From an optimization exercise on the open Yosys and OpenROAD flow, aimed at small area, a short achievable clock period and few clock cycles per item; shortcuts taken in it are not production practice. Only simulation tests tie the RTL to the original design; equivalence was not proved. Power is estimated from default activity; no workload was simulated.

== tundra ==
Design aes_key_sched_iter, start of the top module:
module aes_key_sched_iter #(
  parameter logic [2:0] MODES_EN = 3'b111,
  parameter int         IDX_W    = 6
) (
  input  logic             clk,
  input  logic             rst_n,
  input  logic             start,
  input  logic [1:0]       mode,
  input  logic [255:0]     key_in,
  output logic             busy,
  output logic             word_valid,
  input  logic             word_ready,
  output logic [31:0]      word_out,
  output logic [IDX_W-1:0] word_idx,
  output logic             done,
  output logic             err
);
export LEC_CHECK = 0
export CAP_MARGIN = 20
export CORE_MARGIN = 2
export CORE_UTILIZATION = 55
export CTS_CLUSTER_DIAMETER = 100
export CTS_CLUSTER_SIZE = 28
export SETUP_SLACK_MARGIN = 3.6
export SLEW_MARGIN = 20
export TNS_END_PERCENT = 10
create_clock -name core_clock -period 6.0 [get_ports {clk}]
standard.sh (not shown) runs the stock make flow with config.mk's settings and CLKGATE_MAP_FILE= SYNTH_SCRIPT=/design/flow/synth_recipe.tcl, a recipe that flattens the netlist after the stock synthesis.
==> flow/flow/run.sh <==
#!/bin/bash
# Standard layout with two changes:
#  - the combinational logic is mapped with an area-oriented ABC script
#    (flow/abc_map.script) instead of ORFS's speed script; the resizer's
#    timing repair later sizes what needs it. Registers are mapped by the
#    standard dfflibmap step before ABC runs, so they are unchanged.
#  - the port buffers that global placement inserts are
#    sky130_fd_sc_hd__buf_1; later repair steps may still resize them.
set -euo pipefail
cd "$(dirname "$0")/.."
rm -rf scripts_copy
cp -r "$FLOW_HOME/scripts" scripts_copy
cp flow/abc_map.script scripts_copy/abc_speed.script
export SCRIPTS_DIR="$PWD/scripts_copy"
export BUFFER_PORTS_ARGS="-buffer_cell sky130_fd_sc_hd__buf_1"
bash standard.sh > standard.log 2>&1
==> flow/flow/abc_map.script <==
strash
&get -n
&st
&dch
&nf
&put
topo
stime -c
Testbench counts of tundra, summed over its fixed seeds: cycles 27,072, words 26,552.
Modified inputs, harbor compared to tundra
Settings: clearing TNS_END_PERCENT, which used to be 10; swapping 3.6 for 3.65 in SETUP_SLACK_MARGIN; swapping 28 for 24 in CTS_CLUSTER_SIZE.
### Flow results
- Looking at the reports, harbor completed the entire flow and the layout it produced met the timing, design-rule and antenna checks.
- tundra and harbor ended up with nearly the same power dissipated in sequential cells.
- Diff harbor..tundra | post-detailed-route count of antenna-violating nets | unchanged
- Wire length after detailed routing for harbor: about 10% up relative to tundra
- Looking only at non-clock buffer count, and setting everything else aside, the higher value of tundra and harbor goes to harbor.
- Switching share of power: harbor vs tundra up 0.56 points
- Via count, harbor vs tundra: up by a few percent
- Sum of buffers and inverters on the critical path in harbor is 1 above tundra.
- Taking harbor over tundra, the overall power after layout ratio works out to 1.08.
- harbor -> tundra: total standard cell area after synthesis delta 0, exact match
- Row period utilization: harbor lower / tundra higher
diff inputs: harbor => juniper
Settings: changing SETUP_SLACK_MARGIN from 3.65 to 3.45.
## What came out
- Of juniper and harbor, harbor shows the higher share of final-layout standard cells stronger than drive strength 1, with juniper below it.
- Delta (juniper minus harbor): number of clock buffers in the layout +6.9%; first-iteration DRC count fell 202; inserted tap cell count has remained practically unchanged; sequential share of layout area has increased; fraction of cell area in non-clock buffers shrank by 2.1 points.
- juniper vs. harbor: net switching component of the power fell by 7.9%, area growth from synthesis to layout decreased by 6.8 points relative to the old numbers.
- Worst hold slack ended up 0.0034 ns higher on juniper than on harbor.
- For clock latency on the worst-skew pair, juniper and harbor come out practically identical.
[inputs] indigo vs juniper
Settings: CTS_CLUSTER_SIZE changed from 24 to 28.
==> flow/flow/abc_map.script <==
strash
&get -n
&st
&syn2
&dch -f
&nf -R 1000
&put
topo
stime -c
--- outcome ---
- Going from juniper to indigo, wire length shows no meaningful change; critical-path maximum fanout now sits higher; clock network fraction of total power -0.8 points.
- indigo has net load switching power below what juniper had.
- A capturing instance or port of the critical path of xm_q[1]$_DFFE_PP_ is what juniper shows, while sb0_q[4]$_DFFE_PP_ belongs to indigo.
- In the flow results for indigo and juniper, the design internal power is larger on juniper.
- Between indigo and juniper, number of cells on the critical path is lower for indigo, juniper comes in above that.
- Summary: with juniper as the reference, cell area in indigo moved down slightly.

---

== build 46 ==
aes_key_sched_iter, a different RTL version from the one above (not shown whole).
Size: ~2200 cells after synthesis, roughly 20000 sq um of cells after synthesis.
export LEC_CHECK = 0
export CAP_MARGIN = 20
export CORE_MARGIN = 2
export CORE_UTILIZATION = 55
export CTS_CLUSTER_DIAMETER = 100
export CTS_CLUSTER_SIZE = 24
export SETUP_SLACK_MARGIN = 2.9
export SLEW_MARGIN = 20
create_clock -name core_clock -period 6.0 [get_ports {clk}]
==> flow/flow/run.sh <==
#!/bin/bash
# Standard layout, but the port buffers that global placement inserts are
# sky130_fd_sc_hd__buf_1 instead of the resizer's default pick; later repair
# steps may still resize them.
set -euo pipefail
cd "$(dirname "$0")/.."
export BUFFER_PORTS_ARGS="-buffer_cell sky130_fd_sc_hd__buf_1"
bash standard.sh > standard.log 2>&1
Testbench counts of build 46, summed over its fixed seeds: cycles 27,072, words 26,552.
Here is what was changed in the inputs of build 12 compared with build 46.
- SETUP_SLACK_MARGIN now 3.2, was 2.9
==> flow/flow/run.sh <==
#!/bin/bash
# Standard layout with two changes:
#  - the combinational logic is mapped with an area-oriented ABC script
#    (flow/abc_map.script) instead of ORFS's speed script; the resizer's
#    timing repair later sizes what needs it. Registers are mapped by the
#    standard dfflibmap step before ABC runs, so they are unchanged.
#  - the port buffers that global placement inserts are
#    sky130_fd_sc_hd__buf_1; later repair steps may still resize them.
set -euo pipefail
cd "$(dirname "$0")/.."
rm -rf scripts_copy
cp -r "$FLOW_HOME/scripts" scripts_copy
cp flow/abc_map.script scripts_copy/abc_speed.script
export SCRIPTS_DIR="$PWD/scripts_copy"
export BUFFER_PORTS_ARGS="-buffer_cell sky130_fd_sc_hd__buf_1"
bash standard.sh > standard.log 2>&1
==> flow/flow/abc_map.script (new file) <==
strash
&get -n
&st
&dch
&nf
&put
topo
stime -c
==> run summary <==
- Delay of the slowest cell on the worst path: build 12 lower than build 46
- Relative to build 46, post-route total power has gone up in build 12.
- Placed standard-cell area ends up lower on build 12.
- Build 12 reports its end of the critical path as sb0_q[2] while build 46 reports sb3_q[5].
- Compared build 12 against build 46; number of sequential cells in the layout within noise.
- Delta(die area, build 12 - build 46) < 0
- When the final numbers for build 46 and build 12 were put side by side, the via count turned out to be smaller in build 12.
- [compare] base=build 46 new=build 12: count of clock buffers in the final design went up by 4; path length in cells of the critical path was more or less identical.
#### Input delta (build 19 over build 12)
- CORE_UTILIZATION: 55 -> 40
==> flow/flow/run.sh <==
#!/bin/bash
# Standard layout, but the port buffers that global placement inserts are
# sky130_fd_sc_hd__buf_1 instead of the resizer's default pick; later repair
# steps may still resize them.
set -euo pipefail
cd "$(dirname "$0")/.."
export BUFFER_PORTS_ARGS="-buffer_cell sky130_fd_sc_hd__buf_1"
bash standard.sh > standard.log 2>&1
removed: flow/flow/abc_map.script
--- outcome ---
- Build 19 -> build 12: number of nets with antenna violations after detailed routing delta 0, exact match
- Comparing build 19 and build 12, the lower logic gate share of total power was measured on build 19.
- Summary of build 19 over build 12: path length in cells of the critical path rose 3, total number of multi-input combinational cells now sits higher.
- When build 19 is measured against build 12, its number of detailed-route iterations in the first pass turns out 1 lower.
- Compared with build 12, build 19 shows number of instances in the synthesized netlist higher by 332.
- Sequential share of power: higher on build 12
- Amount of wire on met3 after detailed routing grows by more than a quarter when moving from build 12 to build 19.
- Build 12 → build 19: number of placed instances, taps included up 17%, final cell count up 474, maximum frequency down 3.8%.
Input changes introduced in build 22 (baseline for comparison: build 19):
- ABC_CLOCK_PERIOD_IN_PS newly set to 2500
- CORE_UTILIZATION changed from 40 to 55
Results
Build 22 | status: complete | timing, DRC, antenna: pass
From build 19 to build 22 the numbers moved as follows: portion of total power attributed to combinational logic shows an increase of 0.4 points, final period demand of the worst path shows a reduction of 0.013 ns.
[compare] base=build 19 new=build 22: worst setup timing slack at the placement stage climbed 0.26 ns, power density relative to cell area climbed 1.3%.
Wire length shrinks by a few percent when moving from build 19 to build 22.
Looking at final instance area, build 22 sits 190 sq um lower than build 19 does.
The total track usage of build 22 is higher than that of build 19.
Comparing build 19 and build 22, the higher growth of design area from synthesis to finish is on build 19.

---

Another version of the RTL of aes_key_sched_iter (not shown whole).
Size: ~340 flip-flops, roughly 300 I/O pins, about 0.018 mm2 of cells after synthesis.
==> flow/config.mk <==
export PLATFORM = sky130hd
export DESIGN_NAME = aes_key_sched_iter
export DESIGN_NICKNAME = aes_key_sched_iter
export VERILOG_FILES = /design/flow/design.v
export SDC_FILE = /design/flow/constraint.sdc
export NUM_CORES = 4
export LEC_CHECK = 0
export CAP_MARGIN = 20
export CORE_MARGIN = 2
export CORE_UTILIZATION = 40
export SETUP_SLACK_MARGIN = 3.0
export SLEW_MARGIN = 20
==> flow/constraint.sdc <==
create_clock -name core_clock -period 6.0 [get_ports {clk}]
set_input_delay 1.2000 -clock core_clock [delete_from_list [all_inputs] [get_ports {clk}]]
set_output_delay 1.2000 -clock core_clock [all_outputs]
set_load 0.01 [all_outputs]
==> flow/flow/run.sh <==
#!/bin/bash
# Standard layout, but the port buffers that global placement inserts are
# sky130_fd_sc_hd__buf_1 instead of the resizer's default pick; later repair
# steps may still resize them.
set -euo pipefail
cd "$(dirname "$0")/.."
export BUFFER_PORTS_ARGS="-buffer_cell sky130_fd_sc_hd__buf_1"
bash standard.sh > standard.log 2>&1
Testbench counts at the start, summed over its fixed seeds: cycles 27,072, words 26,552.
Rerun with:
CTS_CLUSTER_DIAMETER = 100   (was unset)
CTS_CLUSTER_SIZE = 30   (was unset)
SETUP_SLACK_MARGIN = 2.5   (was 3.0)
Effect: Maximum frequency fell by a few percent; sequential share of layout area rose by 2.4 points; wire length fell by a few percent; first-iteration DRC count fell slightly; via count fell slightly; cell area fell by a little under a tenth; power fell by roughly a tenth.
Rerun with:
==> flow/run.sh (new file) <==
#!/bin/bash
# synth_recipe.tcl (not shown) runs the flow's synth.tcl, then flattens the netlist and writes it again
# the make line also repeats each setting of config.mk as NAME=value (left out here)
make -C /OpenROAD-flow-scripts/flow DESIGN_CONFIG=/design/flow/config.mk WORK_HOME=/design/flow/orfs CLKGATE_MAP_FILE= SYNTH_SCRIPT=/design/flow/synth_recipe.tcl finish
ABC_AREA = 1   (was unset)
CTS_CLUSTER_DIAMETER = unset   (was 100)
CTS_CLUSTER_SIZE = unset   (was 30)
removed: flow/flow/run.sh
removed: flow/standard.sh
The changed run finished clean.
Die area rose slightly.
Count of clock-buffer cells in the layout is higher by 38.
Routed wire length increases by a few percent.
Rerun with:
==> flow/flow/run.sh (new file) <==
#!/bin/bash
# Standard layout, but the port buffers that global placement inserts are
# sky130_fd_sc_hd__buf_1 instead of the resizer's default pick; later repair
# steps may still resize them.
set -euo pipefail
cd "$(dirname "$0")/.."
export BUFFER_PORTS_ARGS="-buffer_cell sky130_fd_sc_hd__buf_1"
bash standard.sh > standard.log 2>&1
==> flow/standard.sh (new file) <==
#!/bin/bash
# synth_recipe.tcl (not shown) runs the flow's synth.tcl, then flattens the netlist and writes it again
# the make line also repeats each setting of config.mk as NAME=value (left out here)
make -C /OpenROAD-flow-scripts/flow DESIGN_CONFIG=/design/flow/config.mk WORK_HOME=/design/flow/orfs CLKGATE_MAP_FILE= SYNTH_SCRIPT=/design/flow/synth_recipe.tcl "${@:-finish}"
ABC_AREA = unset   (was 1)
removed: flow/run.sh
What happened: Routed wire length decreases by 4.4%; cell area decreases by about 10%; final cell count decreases by about 15%; maximum frequency falls by about 1.4%; utilization falls by 4.9 points; clock skew is about the same; synthesized area goes down by 1.0%; register-to-register slack got worse by 0.13 ns; setup slack is worse by 0.046 ns; count of clock-buffer cells in the layout is lower by 2; global-route usage fell by 0.98 points.

---

Setup of job 1869:
Another version of the RTL of aes_key_sched_iter (not shown whole).
Size in the first run: about 1700 cells after synthesis, roughly 300 I/O pins, about 17000 um2 of cells after synthesis.
Settings: LEC_CHECK=0, CAP_MARGIN=20, CORE_MARGIN=2, CORE_UTILIZATION=65, CTS_CLUSTER_DIAMETER=100, CTS_CLUSTER_SIZE=24, SETUP_SLACK_MARGIN=3.45, SLEW_MARGIN=20; clock period 6.0 ns.
==> flow/flow/run.sh <==
#!/bin/bash
# Standard layout with two changes:
#  - the combinational logic is mapped with an area-oriented ABC script
#    (flow/abc_map.script) instead of ORFS's speed script; the resizer's
#    timing repair later sizes what needs it. Registers are mapped by the
#    standard dfflibmap step before ABC runs, so they are unchanged.
#  - the port buffers that global placement inserts are
#    sky130_fd_sc_hd__buf_1; later repair steps may still resize them.
set -euo pipefail
cd "$(dirname "$0")/.."
rm -rf scripts_copy
cp -r "$FLOW_HOME/scripts" scripts_copy
cp flow/abc_map.script scripts_copy/abc_speed.script
export SCRIPTS_DIR="$PWD/scripts_copy"
export BUFFER_PORTS_ARGS="-buffer_cell sky130_fd_sc_hd__buf_1"
bash standard.sh > standard.log 2>&1
==> flow/flow/abc_map.script <==
strash
&get -n
&st
&dch
&nf
&put
topo
stime -c
Testbench counts of job 1869, summed over its fixed seeds: cycles 27,072, words 26,552.
[inputs] job 5548 vs job 1869
Settings: CORE_UTILIZATION: 65 -> 55.
Findings:
Job 5548: done, clean on timing, DRC and antenna
[compare] base=job 1869 new=job 5548: leakage power of the design shrank by about 1.5%; global-route usage over all layers decreased 4.7 points; cell count has increased; portion of total power attributed to the clock network picked up an extra 0.7 points.
Measured against each other, job 5548 and job 1869 differ in total power, the lower figure coming from job 5548.
Row worst hold slack: job 5548 lower / job 1869 higher
Job 5548 vs job 1869: non-clock buffer count down in job 5548
Internal power consumption in job 5548 is about 2.4% below job 1869.
Per the comparison of job 5548 with job 1869, final worst slack saw an increase, cell count along the critical path moved up.
[inputs] job 1737 vs job 5548
Settings: SETUP_SLACK_MARGIN now 3.2, was 3.45.
==> comparison <==
- Job 1737 vs job 5548 — first-pass GRT wire length dropped 3.2%.
- Reported for job 5548 and job 1737, placeable core area turned out identical to the last digit.
- | timing-limited maximum frequency | higher: job 5548 |
- Met2 layer usage reported by global route (higher): job 5548
- Number of gates resized after cts (higher): job 5548
- Diff job 1737..job 5548 | synthesized area | unchanged
- Total power: job 1737 below job 5548
- As far as non-clock inverter count in the final layout is concerned, job 1737 and job 5548 perform about the same.
- Diff job 1737..job 5548 | async set-or-reset flop fraction in the synthesized netlist | negligible
- Utilization job 5548 -> job 1737: down
Setup changes, job 1737 to job 392
Settings: a change of SETUP_SLACK_MARGIN from 3.2 to 3.7.
==> run summary <==
Looking at count of buffering cells on the critical path with inverters included, job 392 sits 1 higher than job 1737 does.
Re met3 track utilization from global routing: job 1737 was lower than job 392.
Job 392 ends up with a vias per cell that is 1.1% higher than in job 1737.
Final routed wire length divided by cell count: job 392 > job 1737

---

== alpha ==
Another version of the RTL of aes_key_sched_iter (not shown whole).
Size: roughly 300 I/O pins, roughly 0.017 mm2 of cells after synthesis.
==> flow/config.mk <==
export PLATFORM = sky130hd
export DESIGN_NAME = aes_key_sched_iter
export DESIGN_NICKNAME = aes_key_sched_iter
export VERILOG_FILES = /design/flow/design.v
export SDC_FILE = /design/flow/constraint.sdc
export NUM_CORES = 4
export LEC_CHECK = 0
export CAP_MARGIN = 20
export CORE_MARGIN = 2
export CORE_UTILIZATION = 55
export CTS_CLUSTER_DIAMETER = 100
export CTS_CLUSTER_SIZE = 24
export SETUP_SLACK_MARGIN = 3.45
export SLEW_MARGIN = 20
==> flow/constraint.sdc <==
create_clock -name core_clock -period 6.0 [get_ports {clk}]
set_input_delay 1.2000 -clock core_clock [delete_from_list [all_inputs] [get_ports {clk}]]
set_output_delay 1.2000 -clock core_clock [all_outputs]
set_load 0.01 [all_outputs]
Scripts as last shown in full above: flow/flow/run.sh, flow/flow/abc_map.script
Testbench counts of alpha, summed over its fixed seeds: cycles 27,072, words 26,552.
Input changes introduced in beta (baseline for comparison: alpha):
- a change of SETUP_SLACK_MARGIN from 3.45 to 3.65
Results
Delta (beta minus alpha): final period utilization neither gained nor lost much, layout overhead on the synthesized area higher, minimum clock period shows a reduction of 0.0079 ns, clock share of power has decreased, number of setup violations in the final report neither gained nor lost much.
beta vs alpha, heaviest power group: combinational logic vs registers
On met1 demand-to-capacity share in global routing: between alpha and beta, it ends up lower for alpha.
Taking alpha as the reference, in beta number of post-CTS setup repair buffers +24, count of boundary I/O pins ~0 delta.

## separate check: timing with driven ports
How much do the figures lean on ideal ports? The routed layouts below were timed once more, with nothing changed but the port constraints.
Step 1, drivers: a clkbuf_16 drives clk and a buf_2 each remaining input, both assumed.
Step 2 also shifts input and output timing later by t, the mid clock arrival at the registers, as if the neighbouring blocks saw the same clock.
a / b / c = no drivers / after step 1 / after step 2; a / b = the first two.
| run | t, ns | setup slack, ns | worst slew at a driven data input, ns |
|---|---|---|---|
| tundra | 0.570 | 3.508 / 3.463 / 3.193 | 0.11 |
| harbor | 0.572 | 3.543 / 3.543 / 3.196 | 0.12 |
| juniper | 0.562 | 3.495 / 3.495 / 3.051 | 0.09 |
| indigo | 0.575 | 3.446 / 3.467 / 2.904 | 0.08 |
| build 46 | 0.579 | 3.057 / 3.057 / 2.671 | 0.09 |
| build 12 | 0.577 | 3.272 / 3.272 / 2.720 | 0.07 |
| build 19 | 0.596 | 3.163 / 3.163 / 2.827 | 0.08 |
| build 22 | 0.579 | 3.176 / 3.176 / 2.885 | 0.11 |
| the first run of note 3 | 0.614 | 2.835 / 2.835 / 2.603 | 0.10 |
| the second run of note 3 | 0.589 | 2.611 / 2.611 / 2.310 | 0.09 |
| the third run of note 3 | 0.601 | 2.658 / 2.681 / 2.079 | 0.09 |
| the fourth run of note 3 | 0.587 | 2.611 / 2.611 / 2.284 | 0.09 |
| job 1869 | 0.578 | 3.333 / 3.333 / 2.944 | 0.10 |
| job 5548 | 0.565 | 3.403 / 3.403 / 3.047 | 0.11 |
| job 1737 | 0.568 | 3.300 / 3.300 / 2.827 | 0.10 |
| job 392 | 0.577 | 3.309 / 3.309 / 3.167 | 0.08 |
| alpha | 0.579 | 3.198 / 3.198 / 2.943 | 0.08 |
| beta | 0.576 | 3.206 / 3.206 / 3.107 | 0.08 |
After both steps setup and hold are still met in every run listed. For the third run of note 3, which loses most, drivers alone change the setup slack by +0.023 ns; drivers and shift together by -0.579 ns.
